What follows belongs to an exercise in optimizing a design on an open flow for small area, a short achievable clock period and few clock cycles; a production flow would make more cautious choices. Function was checked by simulation only, so behaviour that the tests miss may differ from the original. Power figures rest on the tool's default switching activity, not on a simulated workload.

$ cat flow/design.v
package mtfrcb_pkg;
    localparam int TABLE_SIZE  = 256;
    localparam int SYM_W       = 8;
    localparam int RANK_W      = 9;
    localparam int CTX_W       = 9;
    localparam int SIZE_BITS   = 30;
    localparam int GROUP_LEN   = 16;
    localparam int NUM_GROUPS  = TABLE_SIZE / GROUP_LEN;
endpackage
module mtfrcb_cell #(
    parameter logic [7:0] POS = 8'd0
)
(
    input  logic       i_clk,
    input  logic       i_shift,    
    input  logic       i_hold,     
    input  logic [7:0] i_key,      
    input  logic [7:0] i_prev,     
    output logic [7:0] o_val,      
    output logic       o_match
);
    logic [7:0] r_enc;
    logic [7:0] w_prev_enc;
    assign w_prev_enc = i_prev ^ POS;
    always_ff @(posedge i_clk) begin
        r_enc <= ({8{i_shift}} & w_prev_enc) | ({8{i_hold}} & r_enc);
    end
    assign o_val   = r_enc ^ POS;
    assign o_match = (r_enc == (i_key ^ POS));
endmodule
module mtfrcb_table
(
    input  logic       i_clk,
    input  logic       i_init,       
    input  logic       i_act,        
    input  logic [7:0] i_key,        
    output logic       o_hit0,       
    output logic [7:0] o_rank        
);
    localparam int N  = mtfrcb_pkg::TABLE_SIZE;
    localparam int GL = mtfrcb_pkg::GROUP_LEN;
    localparam int NG = mtfrcb_pkg::NUM_GROUPS;
    logic [7:0]   w_val [N];
    logic [N-1:0] w_match;
    logic [N-1:0] w_lsuf;        
    logic [N-1:0] r_lsuf;
    logic [7:0]   r_key;
    logic [NG-1:0] w_gsuf;       
    logic [N-1:0] w_sh;
    logic [N-1:0] w_shift;
    logic [N-1:0] w_hold;
    for (genvar k = 0; k < N; k++) begin : g_cell
        logic [7:0] w_prev;
        if (k == 0) begin : g_head
            assign w_prev = r_key;
        end else begin : g_body
            assign w_prev = w_val[k-1];
        end
        mtfrcb_cell #(.POS(8'(k))) u_cell (
            .i_clk   (i_clk),
            .i_shift (w_shift[k]),
            .i_hold  (w_hold[k]),
            .i_key   (i_key),
            .i_prev  (w_prev),
            .o_val   (w_val[k]),
            .o_match (w_match[k])
        );
    end
    assign o_hit0 = w_match[0];
    for (genvar k = 0; k < N; k++) begin : g_lsuf
        localparam int GE = (k / GL) * GL + GL - 1;
        assign w_lsuf[k] = |w_match[GE:k];
    end
    always_ff @(posedge i_clk) begin
        r_lsuf <= w_lsuf;
        r_key  <= i_key;
    end
    logic [NG-1:0] w_gany;
    logic [N-1:0]  w_one;
    for (genvar g = 0; g < NG; g++) begin : g_grp
        assign w_gany[g] = r_lsuf[g*GL];
        if (g == NG-1) begin : g_last
            assign w_gsuf[g] = 1'b0;
        end else begin : g_more
            assign w_gsuf[g] = |w_gany[NG-1:g+1];
        end
    end
    for (genvar k = 0; k < N; k++) begin : g_upd
        assign w_sh[k]    = r_lsuf[k] | w_gsuf[k / GL];
        assign w_shift[k] = w_sh[k] & i_act;
        assign w_hold[k]  = !w_shift[k] & !i_init;
        if (k % GL == GL-1) begin : g_end
            assign w_one[k] = r_lsuf[k];
        end else begin : g_mid
            assign w_one[k] = r_lsuf[k] & !r_lsuf[k+1];
        end
    end
    for (genvar b = 0; b < 8; b++) begin : g_rank
        logic [N-1:0] w_mask;
        for (genvar k = 0; k < N; k++) begin : g_m
            assign w_mask[k] = k[b];
        end
        assign o_rank[b] = |(w_one & w_mask);
    end
endmodule
module mtfrcb_emit
(
    input  logic        i_clk,
    input  logic        i_rst_n,
    input  logic        i_push,           
    input  logic        i_push_hdr,
    input  logic        i_push_mk,
    input  logic [7:0]  i_push_rank,
    input  logic [29:0] i_bsize,          
    output logic [1:0]  o_cnt_keep,       
    output logic [1:0]  o_cnt_pop,        
    output logic        o_pop,            
    output logic        o_hdr_done,       
    output logic        o_valid,
    input  logic        i_ready,
    output logic        o_decision_bit,
    output logic [8:0]  o_context_index,
    output logic        o_raw_bit,
    output logic        o_last_of_item
);
    localparam logic [2:0] PH_FIRST  = 3'd0;
    localparam logic [2:0] PH_FLAG1  = 3'd1;
    localparam logic [2:0] PH_GROUP  = 3'd2;
    localparam logic [2:0] PH_OFFSET = 3'd3;
    localparam logic [2:0] PH_SIZE   = 3'd4;
    logic [9:0] r_q [3];              
    logic [1:0] r_cnt;
    logic [2:0] r_phase, n_phase;
    logic [2:0] r_g, n_g;
    logic [2:0] r_i, n_i;
    logic [4:0] r_j, n_j;
    logic [1:0] r_c, n_c;
    logic       r_ovalid;
    logic       r_obit, n_obit;
    logic [8:0] r_octx, n_octx;
    logic       r_oraw, n_oraw;
    logic       n_last;
    logic       r_olast;
    logic       w_hdr, w_mk;
    logic [7:0] w_r;
    logic       w_have, w_adv, w_pop;
    logic [8:0] w_rank9;
    logic       w_in_group;
    logic [8:0] w_gbase;
    logic [7:0] w_node;
    assign w_hdr  = r_q[0][9];
    assign w_mk   = r_q[0][8];
    assign w_r    = r_q[0][7:0];
    assign w_rank9 = {w_mk, w_r};
    assign w_have = (r_cnt != 2'd0);
    assign w_adv  = !r_ovalid || i_ready;
    assign w_pop  = w_adv && w_have && n_last;
    assign w_in_group = ((w_rank9 >> ({1'b0, r_g} + 4'd1)) == 9'd0);
    assign w_gbase    = 9'd6 + (9'd1 << r_g);
    assign w_node     = w_r >> ({1'b0, r_i} + 4'd1);
    always_comb begin
        n_phase = r_phase;
        n_g     = r_g;
        n_i     = r_i;
        n_j     = r_j;
        n_obit  = 1'b0;
        n_octx  = '0;
        n_oraw  = 1'b0;
        n_last  = 1'b0;
        case (r_phase)
            PH_FIRST: begin
                if (w_hdr) begin
                    n_obit  = i_bsize[29];
                    n_oraw  = 1'b1;
                    n_phase = PH_SIZE;
                    n_j     = 5'd1;
                end else begin
                    n_obit  = (w_rank9 == 9'd0);
                    n_octx  = 9'(r_c);
                    n_last  = (w_rank9 == 9'd0);
                    n_phase = n_last ? PH_FIRST : PH_FLAG1;
                end
            end
            PH_FLAG1: begin
                n_obit  = (w_rank9 == 9'd1);
                n_octx  = 9'd4 + 9'(r_c);
                n_last  = (w_rank9 == 9'd1);
                n_phase = n_last ? PH_FIRST : PH_GROUP;
                n_g     = 3'd1;
            end
            PH_GROUP: begin
                n_obit = w_in_group;
                n_octx = w_gbase;
                if (w_in_group) begin
                    n_phase = PH_OFFSET;
                    n_i     = r_g - 3'd1;
                end else if (r_g == 3'd7) begin
                    n_last  = 1'b1;
                    n_phase = PH_FIRST;
                end else begin
                    n_g = r_g + 3'd1;
                end
            end
            PH_OFFSET: begin
                n_obit  = w_r[r_i];
                n_octx  = w_gbase + 9'(w_node);
                n_last  = (r_i == 3'd0);
                n_phase = n_last ? PH_FIRST : PH_OFFSET;
                n_i     = r_i - 3'd1;
            end
            PH_SIZE: begin
                n_obit  = i_bsize[5'd29 - r_j];
                n_oraw  = 1'b1;
                n_last  = (r_j == 5'd29);
                n_phase = n_last ? PH_FIRST : PH_SIZE;
                n_j     = r_j + 5'd1;
            end
            default: begin
                n_phase = PH_FIRST;
            end
        endcase
    end
    always_comb begin
        if (w_hdr || w_mk || (w_r > 8'd3)) begin
            n_c = 2'd3;
        end else begin
            n_c = w_r[1:0];
        end
    end
    logic [9:0] w_new;
    logic [9:0] w_q_keep [3];
    logic [9:0] w_q_pop [3];
    logic [1:0] w_cnt_keep, w_cnt_pop;
    assign w_new      = {i_push_hdr, i_push_mk, i_push_rank};
    assign w_cnt_keep = r_cnt + 2'(i_push);
    assign w_cnt_pop  = r_cnt - 2'd1 + 2'(i_push);
    assign o_cnt_keep = w_cnt_keep;
    assign o_cnt_pop  = w_cnt_pop;
    assign o_pop      = w_pop;
    always_comb begin
        for (int s = 0; s < 3; s++) begin
            w_q_keep[s] = (i_push && (r_cnt == 2'(s))) ? w_new : r_q[s];
            w_q_pop[s]  = (i_push && (r_cnt == 2'(s+1))) ? w_new : r_q[(s < 2) ? s+1 : s];
        end
    end
    always_ff @(posedge i_clk) begin
        for (int s = 0; s < 3; s++) begin
            r_q[s] <= w_pop ? w_q_pop[s] : w_q_keep[s];
        end
    end
    always_ff @(posedge i_clk) begin
        if (!i_rst_n) begin
            r_cnt    <= 2'd0;
            r_phase  <= PH_FIRST;
            r_c      <= 2'd3;
            r_ovalid <= 1'b0;
        end else begin
            r_cnt <= w_pop ? w_cnt_pop : w_cnt_keep;
            if (w_adv) begin
                r_ovalid <= w_have;
                if (w_have) begin
                    r_phase <= n_phase;
                    if (n_last) begin
                        r_c <= n_c;
                    end
                end
            end
        end
    end
    always_ff @(posedge i_clk) begin
        if (w_adv && w_have) begin
            r_g     <= n_g;
            r_i     <= n_i;
            r_j     <= n_j;
            r_obit  <= n_obit;
            r_octx  <= n_octx;
            r_oraw  <= n_oraw;
            r_olast <= n_last;
        end
    end
    assign o_hdr_done      = w_pop && w_hdr;
    assign o_valid         = r_ovalid;
    assign o_decision_bit  = r_obit;
    assign o_context_index = r_octx;
    assign o_raw_bit       = r_oraw;
    assign o_last_of_item  = r_olast;
endmodule
module mtf_rank_context_binarizer
(
    input  logic                 i_clk,
    input  logic                 i_rst_n,
    input  logic                 i_valid,
    output logic                 o_ready,
    input  logic                 i_op,
    input  logic [mtfrcb_pkg::SYM_W-1:0]     i_symbol,
    input  logic                 i_is_marker,
    input  logic [mtfrcb_pkg::SIZE_BITS-1:0] i_block_size,
    output logic                 o_valid,
    input  logic                 i_ready,
    output logic                 o_decision_bit,
    output logic [mtfrcb_pkg::CTX_W-1:0]     o_context_index,
    output logic                 o_raw_bit,
    output logic                 o_last_of_item
);
    logic        r_iv;
    logic        r_op;
    logic [7:0]  r_sym;
    logic        r_mk;
    logic [29:0] r_bsize;
    logic        r_lock;        
    logic        r_stall;       
    logic        r_uv;
    logic        r_uop;
    logic        r_umk;
    logic        r_init;        
    logic        r_act;         
    logic        w_go;
    logic        w_hit0;
    logic [7:0]  w_rank;
    logic [1:0]  w_cnt_keep, w_cnt_pop;
    logic        w_pop;
    logic        w_hdr_done;
    logic        w_blk_next;
    logic        w_full_keep, w_full_pop;
    assign o_ready = !r_lock && (!r_iv || !r_stall);
    assign w_go    = r_iv && !r_stall;
    assign w_blk_next  = w_go && (r_op || (!r_mk && !w_hit0));
    assign w_full_keep = (w_cnt_keep == 2'd3) || ((w_cnt_keep == 2'd2) && w_go);
    assign w_full_pop  = (w_cnt_pop == 2'd3) || ((w_cnt_pop == 2'd2) && w_go);
    always_ff @(posedge i_clk) begin
        if (!i_rst_n) begin
            r_iv    <= 1'b0;
            r_lock  <= 1'b0;
            r_stall <= 1'b0;
            r_uv    <= 1'b0;
            r_act   <= 1'b0;
            r_init  <= 1'b1;
        end else begin
            r_iv    <= o_ready ? i_valid : (r_iv && !w_go);
            r_lock  <= (o_ready && i_valid && i_op) || (r_lock && !w_hdr_done);
            r_stall <= w_blk_next || (w_pop ? w_full_pop : w_full_keep);
            r_uv    <= w_go;
            r_act   <= w_go && !r_op && !r_mk;
            r_init  <= w_go && r_op;
        end
    end
    always_ff @(posedge i_clk) begin
        r_uop <= r_op;
        r_umk <= r_mk;
        if (o_ready) begin
            r_op    <= i_op;
            r_sym   <= i_symbol;
            r_mk    <= i_is_marker;
            r_bsize <= i_block_size;
        end
    end
    mtfrcb_table u_table (
        .i_clk    (i_clk),
        .i_init   (r_init),
        .i_act    (r_act),
        .i_key    (r_sym),
        .o_hit0   (w_hit0),
        .o_rank   (w_rank)
    );
    mtfrcb_emit u_emit (
        .i_clk           (i_clk),
        .i_rst_n         (i_rst_n),
        .i_push          (r_uv),
        .i_push_hdr      (r_uop),
        .i_push_mk       (r_umk),
        .i_push_rank     (w_rank),
        .i_bsize         (r_bsize),
        .o_cnt_keep      (w_cnt_keep),
        .o_cnt_pop       (w_cnt_pop),
        .o_pop           (w_pop),
        .o_hdr_done      (w_hdr_done),
        .o_valid         (o_valid),
        .i_ready         (i_ready),
        .o_decision_bit  (o_decision_bit),
        .o_context_index (o_context_index),
        .o_raw_bit       (o_raw_bit),
        .o_last_of_item  (o_last_of_item)
    );
endmodule
$ cat flow/run.sh
#!/bin/bash
# synth_recipe.tcl (not shown) runs the flow's synth.tcl, then flattens the netlist and writes it again
# the make line also repeats each setting of config.mk as NAME=value (left out here)
make -C /OpenROAD-flow-scripts/flow DESIGN_CONFIG=/design/flow/config.mk WORK_HOME=/design/flow/orfs CLKGATE_MAP_FILE= SYNTH_SCRIPT=/design/flow/synth_recipe.tcl finish
$ cat flow/config.mk
export PLATFORM = sky130hd
export DESIGN_NAME = mtf_rank_context_binarizer
export DESIGN_NICKNAME = mtf_rank_context_binarizer
export VERILOG_FILES = /design/flow/design.v
export SDC_FILE = /design/flow/constraint.sdc
export NUM_CORES = 4
export LEC_CHECK = 0
export CAP_MARGIN = 20
export CORE_MARGIN = 2
export CORE_UTILIZATION = 40
export SLEW_MARGIN = 20
$ cat flow/constraint.sdc
create_clock -name core_clock -period 5.0 [get_ports {i_clk}]
set_input_delay 1.0000 -clock core_clock [delete_from_list [all_inputs] [get_ports {i_clk}]]
set_output_delay 1.0000 -clock core_clock [all_outputs]
set_load 0.01 [all_outputs]
==> flow_summary.ini, run 1 <==
[layout]
fillers = 24900
fin_nets = 11900
drive_gt1_share_pct = 5.34
syn_to_final_growth_pct = 12.2
stdcell_area_um2 = 119000

[drt]
drtPass1Iterations = 8
ant_nets = 0
postRouteWirelength_um = 312000
dr.first_iter.drc_count = 6705
via_count = 84600
drc = 0
wl_per_cell_um = 20.1
viasPerCell = 5.45

[setup_path]
timing.rr.end = u_table.g_cell[46].u_cell.r_enc[0]$_DFF_P_
worstSetupEndpointType = flip-flop
start_kind = flip-flop
r2r_start = u_table.r_lsuf[208]$_DFF_P_
crit_required_ps = 5690
path_class = reg -> reg
ff2ff_path_depth = 7
arrival_ps = 4910
rrSetupSlack_ps = 780
crit_fanout = 16

[power_and_ir_drop]
p_per_area_nw_per_um2 = 375
p_leak_uw = 0.0467
ir_drop_uv = 262

[timing]
relSlewSlack_pct = 11.1
fin_crit_ps = 4220
finClkSkew_ps = 58.9
setup_tns_ps = 0
rsz0062_at_grt = false
period_share_pct = 84.4
max_slew.worst_pin.slew_ps = 1330
hold_violations = 0
setup_viol = 0
slew_violations = 0
fmax_mhz = 237

[cts]
cts_made_buffers = 275
htree_levels = 5
clock_latency_ps = 870
cts_resized = 0
root_buffer = clkbuf_16
clkTransAtPathRegs_ps = 60
holdBufCountCts = 0
cts_buffer_depth = 4
postCtsSetupRepairBufs = 0
cts.sinks = 2421
cts_tree = yes

[floorplanning]
io_pins = 58
die_w_um = 518
die_h_um = 518
dieArea_um2 = 269000
rows = 188
start_util_pct = 40.3
core_area_um2 = 263000

[min_path]
min-delay-start = r_op$_DFFE_PP_
hold_class = reg -> reg
min_path_cells = 0
hold-path-endpoint = r_uop$_DFF_P_

[yosys]
synth_edf_count = 83
synth_top_family_by_area = simple AND/OR/NAND/NOR gates
synthCells = 11900
seq_area_frac_synth_pct = 46.6
synthArstFlopShare_pct = 0
syn_nets = 12000
yosysUniqueCellTypes = 78
ys.warnings.count = 263
synth_area_per_cell_um2 = 8.88
synth-adder-area-share_pct = 0.279
synth-seq-cells = 2421
synth_xor_area_share_pct = 17.1
muxShareOfSynthArea_pct = 0.519
synth-compound-area-share_pct = 15.2
synthFlopType = dfxtp_1
syn-cell-area_um2 = 106000
synth_simple_gate_area_share_pct = 17.2

[placed_design]
place_area_um2 = 110000
gp_congestion = 0.980
port_buffers = 57
dpl.hpwl_um = 215000

[global_route]
grt_overflow = 0
antenna_found_initial = 5
grt_max_degree = 243
grt_pass1_wl_um = 486000
grt_usage_pct = 22.3
grt_pass1_vias = 82400

[job]
drv_cap = 0

[status]
run_status = no timing/DRC/antenna violations
## how the worst max path moves through the flow
stage | startpoint | endpoint | slack, ps | cells after the start
floorplan | r_iv$_SDFF_PN0_ | o_ready | 1500 | 1
global placement | r_sym[1]$_DFFE_PP_ | u_table.r_lsuf[178]$_DFF_P_ | 950 | 9
detailed placement | i_ready | u_emit.r_q[2][8]$_DFFE_PP_ | 860 | 7
CTS | u_table.r_lsuf[208]$_DFF_P_ | u_table.g_cell[47].u_cell.r_enc[0]$_DFF_P_ | 830 | 7
global route | u_table.r_lsuf[208]$_DFF_P_ | u_table.g_cell[45].u_cell.r_enc[0]$_DFF_P_ | 520 | 7
finish | u_table.r_lsuf[208]$_DFF_P_ | u_table.g_cell[46].u_cell.r_enc[0]$_DFF_P_ | 780 | 7
## layout by cell type (no fill, tap or decap), types with 68 or more instances in the layout
cell type  count
nand2_1     2438
dfxtp_1     2336
xor2_1      1162
o21ai_0      961
xnor2_1      900
a22o_1       702
a21oi_1      572
nand3_1      412
nand4_1      335
clkbuf_16    277
nor4_1       239
nor2_1       223
inv_1        197
nand2b_1     122
buf_4         99
edfxtp_1      83
clkbuf_8      68
## registers in the layout, summed over array words and instances (netlist names), 2 cells and up
signal and count:
u_emit.r_octx 9, u_table.r_lsuf 256, u_table.r_key 8, u_emit.r_phase 3, u_emit.r_cnt 2, u_emit.r_c 2, u_table.g_cell.u_cell.r_enc 2048, u_emit.r_i 3
u_emit.r_g 3, r_sym 8, u_emit.r_q 30, r_bsize 30, u_emit.r_j 5
## layer usage
layer	vias up	part of all wire (%)	track usage [%]
li1	40800	-	-
met1	40900	45	29.8
met2	2324	45	36.3
met3	567	5.6	3.42
met4	0	3.9	8.26
met5	-	0	0
## through the flow
step | hold WS (ps) | power, µW | utilization [%] | std cells | setup slack, ps
3_3_place_gp | 415 | 24600 | 41.7 | 15000 | 949
6_report | 426 | 44600 | 45.2 | 15500 | 778
5_1_grt | 450 | 46000 | 45.2 | 15500 | 521
3_5_place_dp | 425 | 24600 | 41.7 | 15000 | 862
2_1_floorplan | 346 | 23300 | - | 11900 | 1500
4_1_cts | 427 | 44800 | 45.2 | 15500 | 827
## power by group
group / leakage, µW / internal [µW] / switching, µW
sequential: 0.0196 / 19800 / 494
clock: 0.00450 / 12000 / 8280
combinational: 0.0225 / 1370 / 2660
## cell type report
type	instances	area, µm²	area share, %
antenna	8	20.0	0.0169
sequential	2421	49300	41.5
tap	3515	4400	3.70
clock buffer	396	8060	6.79
multi-input combinational	8701	53200	44.8
timing repair buffer	188	1940	1.63
clock inverter	85	1050	0.882
inverter	198	751	0.632
## synth_stat cells, drive strengths merged, types with 11 or more instances
| cell type | count | area share [%] |
|---|---|---|
| edfxtp | 83 | 2.4 |
| mux2 | 11 | 0.12 |
| a2111oi | 16 | 0.13 |
| nor2b | 42 | 0.25 |
| nor2 | 223 | 0.79 |
| nor3 | 33 | 0.16 |
| xor2 | 1162 | 9.6 |
| or2 | 35 | 0.21 |
| o2111ai | 25 | 0.21 |
| and2 | 43 | 0.25 |
| dfxtp | 2338 | 44 |
| o21bai | 15 | 0.11 |
| xnor2 | 900 | 7.4 |
| o21a | 20 | 0.14 |
| a21o | 39 | 0.28 |
| nor4 | 244 | 1.5 |
| o21ai | 981 | 4.6 |
| nand3 | 412 | 1.9 |
| or4 | 15 | 0.11 |
| nand2 | 2438 | 8.6 |
| inv | 198 | 0.70 |
| a211oi | 18 | 0.13 |
| a22o | 702 | 5.8 |
| mux2i | 20 | 0.19 |
| clkbuf | 346 | 1.2 |
| buf | 254 | 1.3 |
| nand4 | 335 | 2.0 |
| or3 | 15 | 0.089 |
| and3 | 50 | 0.30 |
| nand2b | 122 | 0.72 |
| ha | 22 | 0.26 |
| a21oi | 576 | 2.7 |
| o31ai | 21 | 0.15 |
| o22ai | 50 | 0.30 |
## cell families (layout without fill, tap and decap cells)
| group | count (synthesis) | count (layout) |
|---|---|---|
| flops | 2421 | 2421 |
| compound gates | 2535 | 2535 |
| buf+inv | 798 | 867 |
| xor+xnor | 2062 | 2062 |
| mux | 41 | 41 |
| other cells | 0 | 8 |
| fa+ha+maj | 23 | 23 |
| simple gates | 4040 | 4040 |
## critical path, cell delays in order, from the launching register on
cell,delay [ps]
dfxtp_1,370
or4_1,880
o41ai_4,890
nand2_1,230
a21oi_2,770
nand2_1,540
a21oi_1,280
a21oi_1,60
Testbench counts, summed over its fixed seeds: cycles 52,315.
==> inputs of run 2 (changes only) <==
--- a/flow/design.v
+++ b/flow/design.v
@@ -42,11 +42,7 @@
     localparam int NG = mtfrcb_pkg::NUM_GROUPS;
     logic [7:0]   w_val [N];
     logic [N-1:0] w_match;
-    logic [N-1:0] w_lsuf;        
-    logic [N-1:0] r_lsuf;
     logic [7:0]   r_key;
-    logic [NG-1:0] w_gsuf;       
-    logic [N-1:0] w_sh;
     logic [N-1:0] w_shift;
     logic [N-1:0] w_hold;
     for (genvar k = 0; k < N; k++) begin : g_cell
@@ -67,40 +63,33 @@
         );
     end
     assign o_hit0 = w_match[0];
-    for (genvar k = 0; k < N; k++) begin : g_lsuf
-        localparam int GE = (k / GL) * GL + GL - 1;
-        assign w_lsuf[k] = |w_match[GE:k];
+    logic [7:0] w_enc;
+    for (genvar b = 0; b < 8; b++) begin : g_enc
+        logic [N-1:0] w_mask;
+        for (genvar k = 0; k < N; k++) begin : g_m
+            assign w_mask[k] = k[b];
+        end
+        assign w_enc[b] = |(w_match & w_mask);
     end
+    logic [7:0] r_rank;
     always_ff @(posedge i_clk) begin
-        r_lsuf <= w_lsuf;
+        r_rank <= w_enc;
         r_key  <= i_key;
     end
-    logic [NG-1:0] w_gany;
-    logic [N-1:0]  w_one;
-    for (genvar g = 0; g < NG; g++) begin : g_grp
-        assign w_gany[g] = r_lsuf[g*GL];
-        if (g == NG-1) begin : g_last
-            assign w_gsuf[g] = 1'b0;
-        end else begin : g_more
-            assign w_gsuf[g] = |w_gany[NG-1:g+1];
-        end
+    assign o_rank = r_rank;
+    logic [NG-1:0] w_hi_gt;      
+    logic [NG-1:0] w_hi_eq;      
+    logic [GL-1:0] w_lo_ge;      
+    for (genvar g = 0; g < NG; g++) begin : g_hi
+        assign w_hi_gt[g] = i_act && (r_rank[7:4] > 4'(g));
+        assign w_hi_eq[g] = i_act && (r_rank[7:4] == 4'(g));
+    end
+    for (genvar i = 0; i < GL; i++) begin : g_lo
+        assign w_lo_ge[i] = (r_rank[3:0] >= 4'(i));
     end
     for (genvar k = 0; k < N; k++) begin : g_upd
-        assign w_sh[k]    = r_lsuf[k] | w_gsuf[k / GL];
-        assign w_shift[k] = w_sh[k] & i_act;
+        assign w_shift[k] = w_hi_gt[k / GL] | (w_hi_eq[k / GL] & w_lo_ge[k % GL]);
         assign w_hold[k]  = !w_shift[k] & !i_init;
-        if (k % GL == GL-1) begin : g_end
-            assign w_one[k] = r_lsuf[k];
-        end else begin : g_mid
-            assign w_one[k] = r_lsuf[k] & !r_lsuf[k+1];
-        end
-    end
-    for (genvar b = 0; b < 8; b++) begin : g_rank
-        logic [N-1:0] w_mask;
-        for (genvar k = 0; k < N; k++) begin : g_m
-            assign w_mask[k] = k[b];
-        end
-        assign o_rank[b] = |(w_one & w_mask);
     end
 endmodule
 module mtfrcb_emit
==> run 2 against run 1 <==
  * Final area is 5.9% lower
  * Clock skew is 31 ps higher
  * Sequential cell count is 248 lower
  * Highest routed layer is now met5
  * Non-clock buffer count is 185 higher
  * Die area is 5.3% lower
  * Synthesized cell count is 1.5% lower
  * Still clean
  * Worst hold slack better by 2.8 ps
  * Combinational power is about 70% higher
  * Via count is 0.16% higher
  * Critical endpoint is now u_table.r_rank[1]$_DFF_P_
  * Global-route usage is 4.6 points higher
  * First-iteration DRC count is 35% higher
==> flow_summary.ini, run 2 <==
[setup_path]
path_cells = buf_16 > buf_4 > buf_4 > xor2_1 > nor4_1 > nand2_1 > o21ai_0 > nor3_1 > nand3_1 > nor3_1 > nand3_1
worstSetupEndpointType = flip-flop
path_class = reg -> reg
crit_fanout = 13
start_kind = flip-flop
crit_path_top_delay_cell = edfxtp_1
rrSetupSlack_ps = 340
crit_required_ps = 5720
arrival_ps = 5380
critPathMaxStageDelay_ps = 890

[yosys]
synth_area_per_cell_um2 = 8.54
synthArstFlopShare_pct = 0
yosys-top-cells-count = 2705 x nand2_1, 2090 x dfxtp_1, 1346 x o21ai_0
syn-cell-area_um2 = 100000
synth_top_area_cell = dfxtp_1
synth-seq-cells = 2173
synthFlopType = dfxtp_1
syn_nets = 11800
synthDominantCellAreaShare_pct = 41.8
yosysUniqueCellTypes = 81
synth_edf_count = 83
seq_area_frac_synth_pct = 44.3
yosysMostFrequentCell = nand2_1
ys.warnings.count = 263
synth.area.top_cells = dfxtp_1 42%, nand2_1 10%, xor2_1 9.2%
synthCells = 11700

[job]
drv_cap = 0

[timing]
relSlewSlack_pct = 17.3
max_slew.worst_pin.slew_ps = 1240
finClkSkew_ps = 90.4
rsz0062_at_grt = false
setup_viol = 0
slew_violations = 0
fin_crit_ps = 4660
hold_violations = 0
period_share_pct = 93.1
setup_tns_ps = 0
fmax_mhz = 215

[drt]
viasPerCell = 5.58
postRouteWirelength_um = 357000
drtPass1Iterations = 9
wl_per_cell_um = 23.5
via_count = 84700
drc = 0
ant_nets = 0
dr.first_iter.drc_count = 9021

[cts]
cts_resized = 0
clkTransAtPathRegs_ps = 60
cts_made_buffers = 227
cts_buffer_depth = 3
htree_levels = 4
root_buffer = clkbuf_16
postCtsSetupRepairBufs = 0
cts_tree = yes
clock_latency_ps = 920
cts.sinks = 2173
holdBufCountCts = 0

[layout]
layout_common_cells = 2705 x nand2_1, 2087 x dfxtp_1, 1337 x o21ai_0
fillers = 24200
multi_input_area_um2 = 51500
top_regs = u_table.g_cell.u_cell.r_enc: 2048 flops, r_bsize: 30 flops, u_emit.r_q: 30 flops
drive_gt1_share_pct = 6.73
regArea_um2 = 44300
fin_nets = 11700
stdcell_area_um2 = 112000
syn_to_final_growth_pct = 11.5
top_register = u_table.g_cell.u_cell.r_enc
largest_register_ff_count = 2048
final_common_cell = nand2_1

[power_and_ir_drop]
p_leak_uw = 0.0418
p_per_area_nw_per_um2 = 380
ir_drop_uv = 355

[floorplanning]
rows = 183
start_util_pct = 40.3
die_h_um = 504
dieArea_um2 = 254000
core_area_um2 = 249000
io_pins = 58
die_w_um = 504

[status]
run_status = no timing/DRC/antenna violations

[global_route]
grt_overflow = 0
antenna_found_initial = 30
grt_usage_pct = 27.0
grt_pass1_vias = 80500
grt_pass1_wl_um = 527000
grt_max_degree = 227

[placed_design]
place_area_um2 = 104000
dpl.hpwl_um = 254000
gp_congestion = 1.02
port_buffers = 57

[min_path]
hold_class = reg -> reg
-- run 2: cell count changes after synthesis, moves of 115 or more --
| cell | delta |
|---|---|
| buf_2 | -152 |
| nand2b_1 | -115 |
| nand3_1 | +126 |
| o21ai_0 | +382 |
| nand2_1 | +267 |
| dfxtp_1 | -248 |
| buf_6 | +146 |
| a22o_1 | -423 |
-- run 2: cells by family after synthesis --
kind of cell / after synthesis / synth area share (%)
AO/OA/AOI/OAI: 2450 / 13.7
XOR/XNOR: 2063 / 18.0
adder cells (fa/ha/maj): 23 / 0.295
buffers and inverters: 789 / 4.61
flip-flops: 2173 / 44.3
multiplexers: 89 / 1.03
AND/OR/NAND/NOR: 4149 / 18.0
-- run 2: worst max-delay path: cells and delay by family, from the launching register on --
| kind | cells | cell delay, ps |
|---|---|---|
| AO/OA/AOI/OAI | 1 | 370 |
| XOR/XNOR | 1 | 150 |
| buffers and inverters | 3 | 830 |
| flip-flops | 1 | 890 |
| AND/OR/NAND/NOR | 6 | 2180 |
-- run 2: power by group --
part | internal, µW | switching, µW | total [µW]
Sequential | 17800 | 353 | 18100
Clock | 10000 | 7480 | 17500
Combinational | 1760 | 5090 | 6850
-- run 2: final cells by class --
cell class,instances,area share (%)
inverter,96,0.329
antenna,12,0.0269
sequential,2173,39.7
tap,3330,3.73
clock inverter,82,0.873
multi-input combinational,8774,46.1
clock buffer,337,6.05
timing repair buffer,373,3.21
-- run 2: final timing paths --
kind                                                     from                                     endpoint  cells after the start
setup reg to reg                           r_sym[2]$_DFFE_PP_                    u_table.r_rank[1]$_DFF_P_                     11
hold / removal    u_table.g_cell[214].u_cell.r_enc[5]$_DFF_P_  u_table.g_cell[215].u_cell.r_enc[5]$_DFF_P_                      2
hold reg to reg   u_table.g_cell[214].u_cell.r_enc[5]$_DFF_P_  u_table.g_cell[215].u_cell.r_enc[5]$_DFF_P_                      2
setup / recovery                           r_sym[2]$_DFFE_PP_                    u_table.r_rank[1]$_DFF_P_                     11
-- run 2: layer usage --
metal | track usage (%) | wire length (µm)
met5 | 0 | 97
met4 | 12.9 | 18600
met3 | 5.01 | 27800
met2 | 41.5 | 155000
met1 | 36.4 | 156000
-- run 2: through the flow --
step | utilization [%] | total power, µW | setup slack, ps | hold WS (ps) | instances
finish | 44.9 | 42500 | 344 | 428 | 15200
global route | 44.9 | 43500 | 461 | 456 | 15200
CTS | 44.9 | 42400 | 471 | 418 | 15200
detailed placement | 41.7 | 25100 | 505 | 431 | 14700
global placement | 41.7 | 25000 | 160 | 433 | 14700
floorplan | - | 21700 | 1500 | 349 | 11700
Testbench counts of run 2, summed over its fixed seeds: cycles 52,315.
==> inputs of run 3 (changes only) <==
--- a/flow/design.v
+++ b/flow/design.v
@@ -63,33 +63,52 @@
         );
     end
     assign o_hit0 = w_match[0];
-    logic [7:0] w_enc;
-    for (genvar b = 0; b < 8; b++) begin : g_enc
-        logic [N-1:0] w_mask;
-        for (genvar k = 0; k < N; k++) begin : g_m
-            assign w_mask[k] = k[b];
+    logic [NG-1:0] w_gany;
+    logic [3:0]    w_gpos [NG];
+    for (genvar g = 0; g < NG; g++) begin : g_genc
+        logic [GL-1:0] w_m;
+        assign w_m = w_match[g*GL +: GL];
+        assign w_gany[g] = |w_m;
+        for (genvar b = 0; b < 4; b++) begin : g_bit
+            logic [GL-1:0] w_mask;
+            for (genvar i = 0; i < GL; i++) begin : g_m
+                assign w_mask[i] = i[b];
+            end
+            assign w_gpos[g][b] = |(w_m & w_mask);
         end
-        assign w_enc[b] = |(w_match & w_mask);
     end
-    logic [7:0] r_rank;
+    logic [NG-1:0] r_gany;
+    logic [3:0]    r_gpos [NG];
     always_ff @(posedge i_clk) begin
-        r_rank <= w_enc;
-        r_key  <= i_key;
+        for (int g = 0; g < NG; g++) begin
+            r_gany[g] <= w_gany[g];
+            r_gpos[g] <= w_gpos[g];
+        end
+        r_key <= i_key;
     end
-    assign o_rank = r_rank;
-    logic [NG-1:0] w_hi_gt;      
-    logic [NG-1:0] w_hi_eq;      
-    logic [GL-1:0] w_lo_ge;      
-    for (genvar g = 0; g < NG; g++) begin : g_hi
-        assign w_hi_gt[g] = i_act && (r_rank[7:4] > 4'(g));
-        assign w_hi_eq[g] = i_act && (r_rank[7:4] == 4'(g));
-    end
-    for (genvar i = 0; i < GL; i++) begin : g_lo
-        assign w_lo_ge[i] = (r_rank[3:0] >= 4'(i));
-    end
-    for (genvar k = 0; k < N; k++) begin : g_upd
-        assign w_shift[k] = w_hi_gt[k / GL] | (w_hi_eq[k / GL] & w_lo_ge[k % GL]);
-        assign w_hold[k]  = !w_shift[k] & !i_init;
+    logic [3:0] w_lo;
+    logic [3:0] w_hi;
+    always_comb begin
+        w_lo = '0;
+        w_hi = '0;
+        for (int g = 0; g < NG; g++) begin
+            w_lo = w_lo | r_gpos[g];
+            w_hi = w_hi | (r_gany[g] ? 4'(g) : 4'd0);
+        end
+    end
+    assign o_rank = {w_hi, w_lo};
+    for (genvar g = 0; g < NG; g++) begin : g_upd
+        logic w_later;
+        if (g == NG-1) begin : g_last
+            assign w_later = 1'b0;
+        end else begin : g_more
+            assign w_later = |r_gany[NG-1:g+1];
+        end
+        for (genvar i = 0; i < GL; i++) begin : g_pos
+            localparam int K = g*GL + i;
+            assign w_shift[K] = i_act && (w_later || (r_gany[g] && (r_gpos[g] >= 4'(i))));
+            assign w_hold[K]  = !w_shift[K] && !i_init;
+        end
     end
 endmodule
 module mtfrcb_emit
@@ -122,6 +141,7 @@
     logic [2:0] r_phase, n_phase;
     logic [2:0] r_g, n_g;
     logic [2:0] r_i, n_i;
+    logic [6:0] r_n, n_n;             
     logic [4:0] r_j, n_j;
     logic [1:0] r_c, n_c;
     logic       r_ovalid;
@@ -135,8 +155,8 @@
     logic       w_have, w_adv, w_pop;
     logic [8:0] w_rank9;
     logic       w_in_group;
-    logic [8:0] w_gbase;
-    logic [7:0] w_node;
+    logic [7:0] w_u;
+    logic [8:0] w_gctx;
     assign w_hdr  = r_q[0][9];
     assign w_mk   = r_q[0][8];
     assign w_r    = r_q[0][7:0];
@@ -145,12 +165,13 @@
     assign w_adv  = !r_ovalid || i_ready;
     assign w_pop  = w_adv && w_have && n_last;
     assign w_in_group = ((w_rank9 >> ({1'b0, r_g} + 4'd1)) == 9'd0);
-    assign w_gbase    = 9'd6 + (9'd1 << r_g);
-    assign w_node     = w_r >> ({1'b0, r_i} + 4'd1);
+    assign w_u    = (8'd1 << r_g) | ((r_phase == PH_OFFSET) ? {1'b0, r_n} : 8'd0);
+    assign w_gctx = 9'(w_u) + 9'd6;
     always_comb begin
         n_phase = r_phase;
         n_g     = r_g;
         n_i     = r_i;
+        n_n     = r_n;
         n_j     = r_j;
         n_obit  = 1'b0;
         n_octx  = '0;
@@ -179,10 +200,11 @@
             end
             PH_GROUP: begin
                 n_obit = w_in_group;
-                n_octx = w_gbase;
+                n_octx = w_gctx;
                 if (w_in_group) begin
                     n_phase = PH_OFFSET;
                     n_i     = r_g - 3'd1;
+                    n_n     = 7'd1;
                 end else if (r_g == 3'd7) begin
                     n_last  = 1'b1;
                     n_phase = PH_FIRST;
@@ -192,7 +214,8 @@
             end
             PH_OFFSET: begin
                 n_obit  = w_r[r_i];
-                n_octx  = w_gbase + 9'(w_node);
+                n_octx  = w_gctx;
+                n_n     = {r_n[5:0], w_r[r_i]};
                 n_last  = (r_i == 3'd0);
                 n_phase = n_last ? PH_FIRST : PH_OFFSET;
                 n_i     = r_i - 3'd1;
@@ -260,6 +283,7 @@
         if (w_adv && w_have) begin
             r_g     <= n_g;
             r_i     <= n_i;
+            r_n     <= n_n;
             r_j     <= n_j;
             r_obit  <= n_obit;
             r_octx  <= n_octx;
@@ -298,6 +322,7 @@
     logic [29:0] r_bsize;
     logic        r_lock;        
     logic        r_stall;       
+    logic        r_ordy;        
     logic        r_uv;
     logic        r_uop;
     logic        r_umk;
@@ -311,23 +336,31 @@
     logic        w_hdr_done;
     logic        w_blk_next;
     logic        w_full_keep, w_full_pop;
-    assign o_ready = !r_lock && (!r_iv || !r_stall);
+    logic        w_iv_next, w_lock_next, w_stall_next;
+    logic        w_take;
+    assign o_ready = r_ordy;
+    assign w_take  = !r_lock && (!r_iv || !r_stall);
     assign w_go    = r_iv && !r_stall;
     assign w_blk_next  = w_go && (r_op || (!r_mk && !w_hit0));
     assign w_full_keep = (w_cnt_keep == 2'd3) || ((w_cnt_keep == 2'd2) && w_go);
     assign w_full_pop  = (w_cnt_pop == 2'd3) || ((w_cnt_pop == 2'd2) && w_go);
+    assign w_iv_next    = w_take ? i_valid : (r_iv && !w_go);
+    assign w_lock_next  = (w_take && i_valid && i_op) || (r_lock && !w_hdr_done);
+    assign w_stall_next = w_blk_next || (w_pop ? w_full_pop : w_full_keep);
     always_ff @(posedge i_clk) begin
         if (!i_rst_n) begin
             r_iv    <= 1'b0;
             r_lock  <= 1'b0;
             r_stall <= 1'b0;
+            r_ordy  <= 1'b1;
             r_uv    <= 1'b0;
             r_act   <= 1'b0;
             r_init  <= 1'b1;
         end else begin
-            r_iv    <= o_ready ? i_valid : (r_iv && !w_go);
-            r_lock  <= (o_ready && i_valid && i_op) || (r_lock && !w_hdr_done);
-            r_stall <= w_blk_next || (w_pop ? w_full_pop : w_full_keep);
+            r_iv    <= w_iv_next;
+            r_lock  <= w_lock_next;
+            r_stall <= w_stall_next;
+            r_ordy  <= !w_lock_next && (!w_iv_next || !w_stall_next);
             r_uv    <= w_go;
             r_act   <= w_go && !r_op && !r_mk;
             r_init  <= w_go && r_op;
@@ -336,12 +369,12 @@
     always_ff @(posedge i_clk) begin
         r_uop <= r_op;
         r_umk <= r_mk;
-        if (o_ready) begin
+        if (w_take) begin
             r_op    <= i_op;
-            r_sym   <= i_symbol;
             r_mk    <= i_is_marker;
             r_bsize <= i_block_size;
         end
+        r_sym <= ({8{w_take}} & i_symbol) | ({8{!w_take}} & r_sym);
     end
     mtfrcb_table u_table (
         .i_clk    (i_clk),
--- a/flow/config.mk
+++ b/flow/config.mk
@@ -5,7 +5,12 @@
 export SDC_FILE = /design/flow/constraint.sdc
 export NUM_CORES = 4
 export LEC_CHECK = 0
+export ABC_AREA = 1
+export ABC_CLOCK_PERIOD_IN_PS = 1500
 export CAP_MARGIN = 20
 export CORE_MARGIN = 2
-export CORE_UTILIZATION = 40
+export CORE_UTILIZATION = 65
+export CTS_CLUSTER_DIAMETER = 80
+export CTS_CLUSTER_SIZE = 20
+export SETUP_SLACK_MARGIN = 2.5
 export SLEW_MARGIN = 20
==> run 3 against run 2 <==
  * Final area rose by 0.24%
  * Synthesized cell count grew 12%
  * Clock skew shrank 59 ps
  * Wire length decreased by 13%
  * Clock power decreased by 34%
  * Non-clock buffer count is 8 lower
==> flow_summary.ini, run 3 <==
[timing]
max_slew.worst_pin.slew_ps = 1100
fin_crit_ps = 2590
fmax_mhz = 386
setup_viol = 0
setup_tns_ps = 0
hold_violations = 0
hold_ws_ps = 441
period_share_pct = 51.9
finClkSkew_ps = 31.1
rsz0062_at_grt = true
relSlewSlack_pct = 26.8
slew_violations = 0

[drt]
postRouteWirelength_um = 311000
highest_layer = met5
wl_per_cell_um = 20.5
dr.first_iter.drc_count = 9442
dr_wl_met3_um = 26400
drc = 0
via_count = 91500
ant_nets = 0
wl_met1_um = 129000
routed-wl-met2_um = 143000
viasPerCell = 6.04
drtPass1Iterations = 8

[status]
run_status = no timing/DRC/antenna violations

[floorplanning]
rows = 145
die_h_um = 400
dieArea_um2 = 160000
die_w_um = 400
io_pins = 58
start_util_pct = 65.4
core_area_um2 = 156000

[setup_path]
critPathMaxStageDelay_ps = 370
worstSetupEndpointType = flip-flop
critPathLaunch = u_table.r_gany[15]$_DFF_P_
crit_required_ps = 5730
path_buf_inv = 4
ff2ff_path_depth = 16
start_kind = flip-flop
timing.rr.end = u_table.g_cell[9].u_cell.r_enc[5]$_DFF_P_
crit_fanout = 8
path_cells = inv_4 > nand2_4 > nor2_4 > nand2_2 > buf_12 > nor2_4 > nand3_4 > nor2_4 > buf_12 > nand2_8 > buf_6 > nand2_8 > nand2_8 > nor2_4 > nand3_2 > nand2_1
crit_path_top_delay_cell = dfxtp_4
crit_family = simple AND/OR/NAND/NOR gates
r2r_start = u_table.r_gany[15]$_DFF_P_
rrSetupSlack_ps = 2410
crit_path_frequent_cell = nor2_4
arrival_ps = 3330
path_class = reg -> reg

[layout]
syn_to_final_growth_pct = 9.64
drive_gt1_share_pct = 6.64
layout_common_cells = 2640 x nand2_1, 2153 x dfxtp_1, 1426 x inv_1
largest_register_ff_count = 2048
top_register = u_table.g_cell.u_cell.r_enc
stdcell_area_um2 = 112000
top_regs = u_table.g_cell.u_cell.r_enc: 2048 flops, u_table.r_gpos: 64 flops
fillers = 12600
final_common_cell = nand2_1
fin_nets = 13100

[power_and_ir_drop]
p_per_area_nw_per_um2 = 317
combPwrFrac_pct = 15.4
p_sw_uw = 10100
power.share.clock_pct = 32.3
seqPwrFrac_pct = 52.3
ir_drop_uv = 348
p_leak_uw = 0.0440
intPower_uw = 25400
swShare_pct = 28.4
total_power_uw = 35500

[yosys]
synth_area_per_cell_um2 = 7.77
yosys-top-cells-count = 2711 x nand2_1, 2163 x dfxtp_1, 1449 x inv_1
synthDominantCellAreaShare_pct = 42.4
yosysMostFrequentCell = nand2_1
synthFlopType = dfxtp_1
seq_area_frac_synth_pct = 45.0
synth_top_area_cell = dfxtp_1
synthCells = 13100
yosysUniqueCellTypes = 58
syn-cell-area_um2 = 102000
synth_edf_count = 90
synth.area.top_cells = dfxtp_1 42%, nand2_1 10%, o22ai_1 6.0%
synth-seq-cells = 2253
syn_nets = 13200
synthArstFlopShare_pct = 0
ys.warnings.count = 267

[global_route]
grt_pass1_vias = 86000
antenna_found_initial = 3
grt_max_degree = 138
grt_overflow = 0
grt_usage_pct = 36.1
grt_pass1_wl_um = 470000

[cts]
clkTransAtPathRegs_ps = 90
clock_latency_ps = 800
cts_buffer_depth = 3
root_buffer = clkbuf_16
cts.sinks = 2253
cts_made_buffers = 134
htree_levels = 4
cts_tree = yes
holdBufCountCts = 0

[min_path]
min-delay-start = u_table.r_key[2]$_DFF_P_
hold_class = reg -> reg
min_path_cells = 2
hold-path-endpoint = u_table.g_cell[0].u_cell.r_enc[2]$_DFF_P_

[placed_design]
place_area_um2 = 104000
dpl.hpwl_um = 195000
gp_congestion = 0.916
port_buffers = 57

[job]
drv_cap = 0
## run 3: changes by cell type in the layout (fill, tap and decap cells not counted), sizes merged, moves of 198 or more
cell / before / now
o21ai: 1475 / 821
nand3: 539 / 1017
a21oi: 528 / 286
a22o: 279 / 81
o22ai: 23 / 987
nor4: 288 / 64
xnor2: 1005 / 691
inv: 108 / 1469
xor2: 1058 / 673
nor2: 217 / 630
## run 3: worst max-delay path by stage
| stage | to | cells past startpoint | slack, ps |
|---|---|---|---|
| final | u_table.g_cell[9].u_cell.r_enc[5]$_DFF_P_ | 16 | 2410 |
| after global routing | u_table.g_cell[9].u_cell.r_enc[3]$_DFF_P_ | 9 | 2250 |
| after CTS | u_table.g_cell[83].u_cell.r_enc[4]$_DFF_P_ | 14 | 2410 |
| after detailed placement | u_table.g_cell[147].u_cell.r_enc[4]$_DFF_P_ | 11 | 350 |
| after global placement | u_table.g_cell[147].u_cell.r_enc[5]$_DFF_P_ | 11 | 310 |
| after floorplan | u_emit.r_q[0][0]$_DFFE_PP_ | 6 | 2520 |
## run 3: cell type report
cell class	instances	area (µm²)	share of cell area, %
flip-flops and latches	2253	46000	41.1
clock buffers	166	3650	3.26
multi-input cells	8797	49300	44.1
well taps	2058	2570	2.30
diodes	1	2.50	0.00223
repair inverters	1	11.3	0.0101
clock inverters	16	188	0.168
inverters	1491	5780	5.16
repair buffers	365	4410	3.94
## run 3: cell families after synthesis
group                      Yosys count  share of synthesized area [%]
adders and majority gates           14                          0.172
AOI/OAI and AO/OA                 2288                           13.1
DFF                               2253                           45.0
xor gates and xnor gates          1364                           11.7
buffers and inverters             2093                           8.00
and+or+nand+nor                   5126                           22.0
## run 3: power groups by stage
stage	Clock (µW)	Sequential (µW)	Combinational [µW]
5_1_grt	12100	18600	5790
6_report	11500	18600	5460
3_5_place_dp	0	19000	4480
2_1_floorplan	0	18900	3120
3_3_place_gp	0	19000	4390
4_1_cts	11500	18500	4940
## run 3: layer usage
layer,vias to the layer above,global-route usage (%)
met2,3733,59.7
met1,43700,47.6
met5,-,0
met3,674,5.14
li1,43400,-
met4,2,14.4
## run 3: what timing repair did
action	4_1_cts	5_1_grt
buffers inserted	91	68
pin swaps	36	30
gates cloned	10	18
setup endpoints to repair	1871	1188
resized for setup	293	229
## run 3: tightest hold or removal path, stage by stage (launching register included)
cell and delay, ps:
dfxtp_1 300, o21ai_0 60, nand2_1 50
## run 3: through the flow
step           utilization [%]  setup slack, ps  std cells
5_1_grt                   71.7             2250      15100
3_5_place_dp              66.6              348      14800
4_1_cts                   70.5             2410      15100
6_report                  71.7             2410      15100
3_3_place_gp              66.6              305      14800
2_1_floorplan                -             2520      13100
Testbench counts of run 3, summed over its fixed seeds: cycles 52,315.
==> inputs of run 4 (changes only) <==
--- a/flow/design.v
+++ b/flow/design.v
@@ -32,10 +32,13 @@
 (
     input  logic       i_clk,
     input  logic       i_init,       
-    input  logic       i_act,        
+    input  logic       i_cmp_en,     
     input  logic [7:0] i_key,        
+    input  logic [7:0] i_key_n,      
     output logic       o_hit0,       
-    output logic [7:0] o_rank        
+    output logic [7:0] o_rank,       
+    output logic       o_rank0,      
+    output logic       o_rank1       
 );
     localparam int N  = mtfrcb_pkg::TABLE_SIZE;
     localparam int GL = mtfrcb_pkg::GROUP_LEN;
@@ -56,7 +59,7 @@
             .i_clk   (i_clk),
             .i_shift (w_shift[k]),
             .i_hold  (w_hold[k]),
-            .i_key   (i_key),
+            .i_key   ((k < N/2) ? i_key : ~i_key_n),
             .i_prev  (w_prev),
             .o_val   (w_val[k]),
             .o_match (w_match[k])
@@ -68,13 +71,13 @@
     for (genvar g = 0; g < NG; g++) begin : g_genc
         logic [GL-1:0] w_m;
         assign w_m = w_match[g*GL +: GL];
-        assign w_gany[g] = |w_m;
+        assign w_gany[g] = i_cmp_en && (|w_m);
         for (genvar b = 0; b < 4; b++) begin : g_bit
             logic [GL-1:0] w_mask;
             for (genvar i = 0; i < GL; i++) begin : g_m
                 assign w_mask[i] = i[b];
             end
-            assign w_gpos[g][b] = |(w_m & w_mask);
+            assign w_gpos[g][b] = i_cmp_en && (|(w_m & w_mask));
         end
     end
     logic [NG-1:0] r_gany;
@@ -96,7 +99,9 @@
             w_hi = w_hi | (r_gany[g] ? 4'(g) : 4'd0);
         end
     end
-    assign o_rank = {w_hi, w_lo};
+    assign o_rank  = {w_hi, w_lo};
+    assign o_rank0 = r_gany[0] && (r_gpos[0] == 4'd0);
+    assign o_rank1 = r_gany[0] && (r_gpos[0] == 4'd1);
     for (genvar g = 0; g < NG; g++) begin : g_upd
         logic w_later;
         if (g == NG-1) begin : g_last
@@ -106,7 +111,7 @@
         end
         for (genvar i = 0; i < GL; i++) begin : g_pos
             localparam int K = g*GL + i;
-            assign w_shift[K] = i_act && (w_later || (r_gany[g] && (r_gpos[g] >= 4'(i))));
+            assign w_shift[K] = w_later || (r_gany[g] && (r_gpos[g] >= 4'(i)));
             assign w_hold[K]  = !w_shift[K] && !i_init;
         end
     end
@@ -119,6 +124,8 @@
     input  logic        i_push_hdr,
     input  logic        i_push_mk,
     input  logic [7:0]  i_push_rank,
+    input  logic        i_push_r0,        
+    input  logic        i_push_r1,        
     input  logic [29:0] i_bsize,          
     output logic [1:0]  o_cnt_keep,       
     output logic [1:0]  o_cnt_pop,        
@@ -136,7 +143,7 @@
     localparam logic [2:0] PH_GROUP  = 3'd2;
     localparam logic [2:0] PH_OFFSET = 3'd3;
     localparam logic [2:0] PH_SIZE   = 3'd4;
-    logic [9:0] r_q [3];              
+    logic [11:0] r_q [3];             
     logic [1:0] r_cnt;
     logic [2:0] r_phase, n_phase;
     logic [2:0] r_g, n_g;
@@ -150,13 +157,15 @@
     logic       r_oraw, n_oraw;
     logic       n_last;
     logic       r_olast;
-    logic       w_hdr, w_mk;
+    logic       w_hdr, w_mk, w_r0, w_r1;
     logic [7:0] w_r;
     logic       w_have, w_adv, w_pop;
     logic [8:0] w_rank9;
     logic       w_in_group;
     logic [7:0] w_u;
     logic [8:0] w_gctx;
+    assign w_r1   = r_q[0][11];
+    assign w_r0   = r_q[0][10];
     assign w_hdr  = r_q[0][9];
     assign w_mk   = r_q[0][8];
     assign w_r    = r_q[0][7:0];
@@ -176,7 +185,14 @@
         n_obit  = 1'b0;
         n_octx  = '0;
         n_oraw  = 1'b0;
-        n_last  = 1'b0;
+        case (r_phase)
+            PH_FIRST:  n_last = !w_hdr && w_r0;
+            PH_FLAG1:  n_last = w_r1;
+            PH_GROUP:  n_last = w_mk && (r_g == 3'd7);
+            PH_OFFSET: n_last = (r_i == 3'd0);
+            PH_SIZE:   n_last = (r_j == 5'd29);
+            default:   n_last = 1'b0;
+        endcase
         case (r_phase)
             PH_FIRST: begin
                 if (w_hdr) begin
@@ -185,16 +201,14 @@
                     n_phase = PH_SIZE;
                     n_j     = 5'd1;
                 end else begin
-                    n_obit  = (w_rank9 == 9'd0);
+                    n_obit  = w_r0;
                     n_octx  = 9'(r_c);
-                    n_last  = (w_rank9 == 9'd0);
                     n_phase = n_last ? PH_FIRST : PH_FLAG1;
                 end
             end
             PH_FLAG1: begin
-                n_obit  = (w_rank9 == 9'd1);
+                n_obit  = w_r1;
                 n_octx  = 9'd4 + 9'(r_c);
-                n_last  = (w_rank9 == 9'd1);
                 n_phase = n_last ? PH_FIRST : PH_GROUP;
                 n_g     = 3'd1;
             end
@@ -206,7 +220,6 @@
                     n_i     = r_g - 3'd1;
                     n_n     = 7'd1;
                 end else if (r_g == 3'd7) begin
-                    n_last  = 1'b1;
                     n_phase = PH_FIRST;
                 end else begin
                     n_g = r_g + 3'd1;
@@ -216,14 +229,12 @@
                 n_obit  = w_r[r_i];
                 n_octx  = w_gctx;
                 n_n     = {r_n[5:0], w_r[r_i]};
-                n_last  = (r_i == 3'd0);
                 n_phase = n_last ? PH_FIRST : PH_OFFSET;
                 n_i     = r_i - 3'd1;
             end
             PH_SIZE: begin
                 n_obit  = i_bsize[5'd29 - r_j];
                 n_oraw  = 1'b1;
-                n_last  = (r_j == 5'd29);
                 n_phase = n_last ? PH_FIRST : PH_SIZE;
                 n_j     = r_j + 5'd1;
             end
@@ -239,11 +250,11 @@
             n_c = w_r[1:0];
         end
     end
-    logic [9:0] w_new;
-    logic [9:0] w_q_keep [3];
-    logic [9:0] w_q_pop [3];
+    logic [11:0] w_new;
+    logic [11:0] w_q_keep [3];
+    logic [11:0] w_q_pop [3];
     logic [1:0] w_cnt_keep, w_cnt_pop;
-    assign w_new      = {i_push_hdr, i_push_mk, i_push_rank};
+    assign w_new      = {i_push_r1, i_push_r0, i_push_hdr, i_push_mk, i_push_rank};
     assign w_cnt_keep = r_cnt + 2'(i_push);
     assign w_cnt_pop  = r_cnt - 2'd1 + 2'(i_push);
     assign o_cnt_keep = w_cnt_keep;
@@ -318,6 +329,7 @@
     logic        r_iv;
     logic        r_op;
     logic [7:0]  r_sym;
+    logic [7:0]  r_sym_n;       
     logic        r_mk;
     logic [29:0] r_bsize;
     logic        r_lock;        
@@ -327,10 +339,10 @@
     logic        r_uop;
     logic        r_umk;
     logic        r_init;        
-    logic        r_act;         
     logic        w_go;
     logic        w_hit0;
     logic [7:0]  w_rank;
+    logic        w_rank0, w_rank1;
     logic [1:0]  w_cnt_keep, w_cnt_pop;
     logic        w_pop;
     logic        w_hdr_done;
@@ -354,7 +366,6 @@
             r_stall <= 1'b0;
             r_ordy  <= 1'b1;
             r_uv    <= 1'b0;
-            r_act   <= 1'b0;
             r_init  <= 1'b1;
         end else begin
             r_iv    <= w_iv_next;
@@ -362,7 +373,6 @@
             r_stall <= w_stall_next;
             r_ordy  <= !w_lock_next && (!w_iv_next || !w_stall_next);
             r_uv    <= w_go;
-            r_act   <= w_go && !r_op && !r_mk;
             r_init  <= w_go && r_op;
         end
     end
@@ -374,15 +384,19 @@
             r_mk    <= i_is_marker;
             r_bsize <= i_block_size;
         end
-        r_sym <= ({8{w_take}} & i_symbol) | ({8{!w_take}} & r_sym);
+        r_sym   <= ({8{w_take}} & i_symbol) | ({8{!w_take}} & r_sym);
+        r_sym_n <= ({8{w_take}} & ~i_symbol) | ({8{!w_take}} & r_sym_n);
     end
     mtfrcb_table u_table (
         .i_clk    (i_clk),
         .i_init   (r_init),
-        .i_act    (r_act),
+        .i_cmp_en (w_go && !r_op && !r_mk && i_rst_n),
         .i_key    (r_sym),
+        .i_key_n  (r_sym_n),
         .o_hit0   (w_hit0),
-        .o_rank   (w_rank)
+        .o_rank   (w_rank),
+        .o_rank0  (w_rank0),
+        .o_rank1  (w_rank1)
     );
     mtfrcb_emit u_emit (
         .i_clk           (i_clk),
@@ -391,6 +405,8 @@
         .i_push_hdr      (r_uop),
         .i_push_mk       (r_umk),
         .i_push_rank     (w_rank),
+        .i_push_r0       (w_rank0 && !r_umk && !r_uop),
+        .i_push_r1       (w_rank1 && !r_umk && !r_uop),
         .i_bsize         (r_bsize),
         .o_cnt_keep      (w_cnt_keep),
         .o_cnt_pop       (w_cnt_pop),
==> run 4 against run 3 <==
  * Final cell count is 0.87% higher
  * Sequential share of layout area up 0.34 points
  * Die area rose by 0.80%
  * Fmax fell by 0.19%
  * Worst hold slack gained 4.0 ps
  * First-iteration DRC count shrank 22%
  * Wire length shrank 9.3%
  * Register-to-register slack is essentially flat
  * Highest routed layer is now met4
==> flow_summary.ini, run 4 <==
[floorplanning]
core_area_um2 = 158000
io_pins = 58
start_util_pct = 65.2
rows = 146
die_h_um = 402
dieArea_um2 = 162000
die_w_um = 402

[setup_path]
arrival_ps = 3270
critPathLaunch = r_init$_SDFF_PN1_
rrSetupSlack_ps = 2400
start_kind = flip-flop
worstSetupEndpointType = flip-flop
ff2ff_path_depth = 4
timing.rr.end = u_table.g_cell[168].u_cell.r_enc[3]$_DFF_P_
crit_required_ps = 5670
crit_fanout = 137
r2r_start = r_init$_SDFF_PN1_
path_class = reg -> reg
worstSetupEndpoint = u_table.g_cell[168].u_cell.r_enc[3]$_DFF_P_

[layout]
top_register = u_table.g_cell.u_cell.r_enc
multi_input_area_um2 = 49800
final_util_pct = 70.9
drive_gt1_share_pct = 5.69
fin_nets = 13200
syn_to_final_growth_pct = 8.76
diodes = 0
largest_register_ff_count = 2048
regArea_um2 = 46400
layout_common_cells = 3026 x nand2_1, 2156 x dfxtp_1, 1448 x inv_1
top_regs = u_table.g_cell.u_cell.r_enc: 2048 flops, u_table.r_gpos: 64 flops, u_emit.r_q: 36 flops
final_common_cell = nand2_1
fillers = 12900

[status]
run_status = no timing/DRC/antenna violations

[global_route]
grt_overflow = 0
gr-usage-met1_pct = 43.2
antenna_found_initial = 1
grt_max_degree = 138
grtUsageMet2_pct = 57.5
grt_pass1_wl_um = 443000
grt_use_met3_pct = 3.60
top_usage_layer = met2
grt_pass1_vias = 83100
grt_usage_pct = 33.4

[timing]
slew_violations = 0
period_share_pct = 52.0
max_slew.worst_pin.slew_ps = 1000
setup_viol = 0
fin_crit_ps = 2600
fmax_mhz = 385
setup_tns_ps = 0
hold_violations = 0
finClkSkew_ps = 29.3
rsz0062_at_grt = true
relSlewSlack_pct = 33.0

[drt]
ant_nets = 0
drtPass1Iterations = 6
dr.first_iter.drc_count = 7344
via_count = 87200
postRouteWirelength_um = 282000
wl_per_cell_um = 18.5
drc = 0
viasPerCell = 5.70

[yosys]
synth-compound-area-share_pct = 11.6
synth_simple_gate_area_share_pct = 20.4
synthFlopType = dfxtp_1
synthArstFlopShare_pct = 0
ys.warnings.count = 267
synth_top_family_by_area = simple AND/OR/NAND/NOR gates
synth_xor_area_share_pct = 15.1
synth-adder-area-share_pct = 0.170
yosysUniqueCellTypes = 49
yosysMostFrequentCell = nand2_1
synth_edf_count = 102
synthCells = 13200
muxShareOfSynthArea_pct = 0.00972
syn_nets = 13300
synthDominantCellAreaShare_pct = 42.1
synth_area_per_cell_um2 = 7.79
synth_top_area_cell = dfxtp_1
syn-cell-area_um2 = 103000
synth-seq-cells = 2266
yosys-top-cells-count = 3061 x nand2_1, 2164 x dfxtp_1, 1470 x inv_1
seq_area_frac_synth_pct = 45.1
synth.area.top_cells = dfxtp_1 42%, nand2_1 11%, xnor2_1 8.5%

[cts]
cts_buffer_depth = 3
clock_latency_ps = 810
htree_levels = 4
holdBufCountCts = 0
root_buffer = clkbuf_16
cts_made_buffers = 136
cts.sinks = 2266
cts_tree = yes
clkTransAtPathRegs_ps = 80

[min_path]
hold_class = reg -> reg

[placed_design]
dpl.hpwl_um = 184000
gp_congestion = 0.892
port_buffers = 57

[power_and_ir_drop]
ir_drop_uv = 346
p_leak_uw = 0.0441
p_per_area_nw_per_um2 = 313

[job]
drv_cap = 0
-- run 4: metal layers --
layer | part of all wire (%) | vias up
li1 | - | 42600
met5 | 0 | -
met4 | 3.9 | 0
met3 | 5.5 | 574
met1 | 43 | 41400
met2 | 48 | 2546
-- run 4: through the flow --
step | worst slack (ps) | total power [µW] | hold WS, ps | cells | area [µm²]
after floorplan | 2550 | 22300 | 346 | 13200 | 103000
after global placement | 1420 | 23300 | 416 | 14900 | 105000
after detailed placement | 1220 | 23400 | 423 | 14900 | 105000
after CTS | 2480 | 35100 | 447 | 15200 | 111000
after global routing | 2400 | 36300 | 478 | 15300 | 112000
final | 2400 | 35100 | 445 | 15300 | 112000
-- run 4: what timing repair did --
| action | in CTS | in global routing |
|---|---|---|
| cloned | 11 | 6 |
| gates resized for setup | 203 | 173 |
| buffers inserted | 64 | 91 |
| endpoints found under the setup margin | 1635 | 1308 |
| pin swaps | 16 | 21 |
-- run 4: cell type report --
| class | count | area share (%) |
|---|---|---|
| clock buffer | 168 | 3.37 |
| timing repair buffer | 320 | 2.94 |
| timing repair inverter | 1 | 0.00670 |
| sequential | 2266 | 41.4 |
| clock inverter | 28 | 0.273 |
| inverter | 1509 | 5.16 |
| tap | 2072 | 2.32 |
| multi-input combinational | 8916 | 44.5 |
-- run 4: how the worst min path moves through the flow --
stage / startpoint / endpoint / depth (start not counted) / slack [ps]
after floorplan: flip-flop / u_table.r_key[0]$_DFF_P_ / 0 / 350
after global placement: u_table.r_key[2]$_DFF_P_ / u_table.g_cell[0].u_cell.r_enc[2]$_DFF_P_ / 2 / 420
after detailed placement: r_op$_DFFE_PP_ / r_uop$_DFF_P_ / 0 / 420
after CTS: u_table.r_key[0]$_DFF_P_ / u_table.g_cell[0].u_cell.r_enc[0]$_DFF_P_ / 2 / 450
after global routing: u_table.g_cell[100].u_cell.r_enc[7]$_DFF_P_ / u_table.g_cell[101].u_cell.r_enc[7]$_DFF_P_ / 2 / 480
final: u_table.r_key[0]$_DFF_P_ / u_table.g_cell[0].u_cell.r_enc[0]$_DFF_P_ / 2 / 450
-- run 4: where the power goes --
| part | switching [µW] | internal, µW |
|---|---|---|
| Sequential | 287 | 18600 |
| Clock | 6190 | 5570 |
| Combinational | 2890 | 1580 |
| Total | 9370 | 25700 |
-- run 4: critical path, cell delays in order (launching register included) --
cell      delay (ps)
dfxtp_4          690
clkinv_8         530
buf_12           460
nand2_1          370
o22ai_1          110
-- run 4: cells by family (layout without fill, tap and decap cells) --
kind of cell	Yosys count	in the layout
adders and majority gates	14	14
buffers and inverters	2040	2026
xor gates and xnor gates	1773	1773
DFF	2266	2266
muxes	1	1
AOI/OAI and AO/OA	2089	2091
and+or+nand+nor	5030	5037
Testbench counts of run 4, summed over its fixed seeds: cycles 52,315.

port drivers added, routing unchanged:
In the flow no input, the clock included, has a driving cell. The finished layouts below were timed again as built, in two steps.
Step 1, drivers: a clkbuf_16 drives i_clk and a buf_2 each remaining input, both assumed.
Step 2 moves the port delays by t, midway between the first and last clock arrival at a register: inputs arrive t later, outputs are due t later. That takes back most of the time a late clock gives input paths.
Slacks: ideal ports / drivers / drivers and shift; pairs: ideal ports / drivers.
run | shift t [ns] | slack for setup (ns) | worst setup path at the end | latest minus earliest clock arrival (ns)
run 1 | 0.939 | 0.778 / 0.778 / 0.778 | register to register | 0.071 / 0.071
run 2 | 0.977 | 0.344 / 0.344 / 0.344 | register to register | 0.096 / 0.096
run 3 | 0.867 | 2.407 / 2.407 / 1.955 | input to register | 0.033 / 0.033
run 4 | 0.879 | 2.402 / 2.402 / 1.792 | input to register | 0.032 / 0.031
After both steps every run listed still meets setup and hold. The setup slack of run 4, which loses most, moves by 0.000 ns with the drivers and by -0.610 ns with both steps.
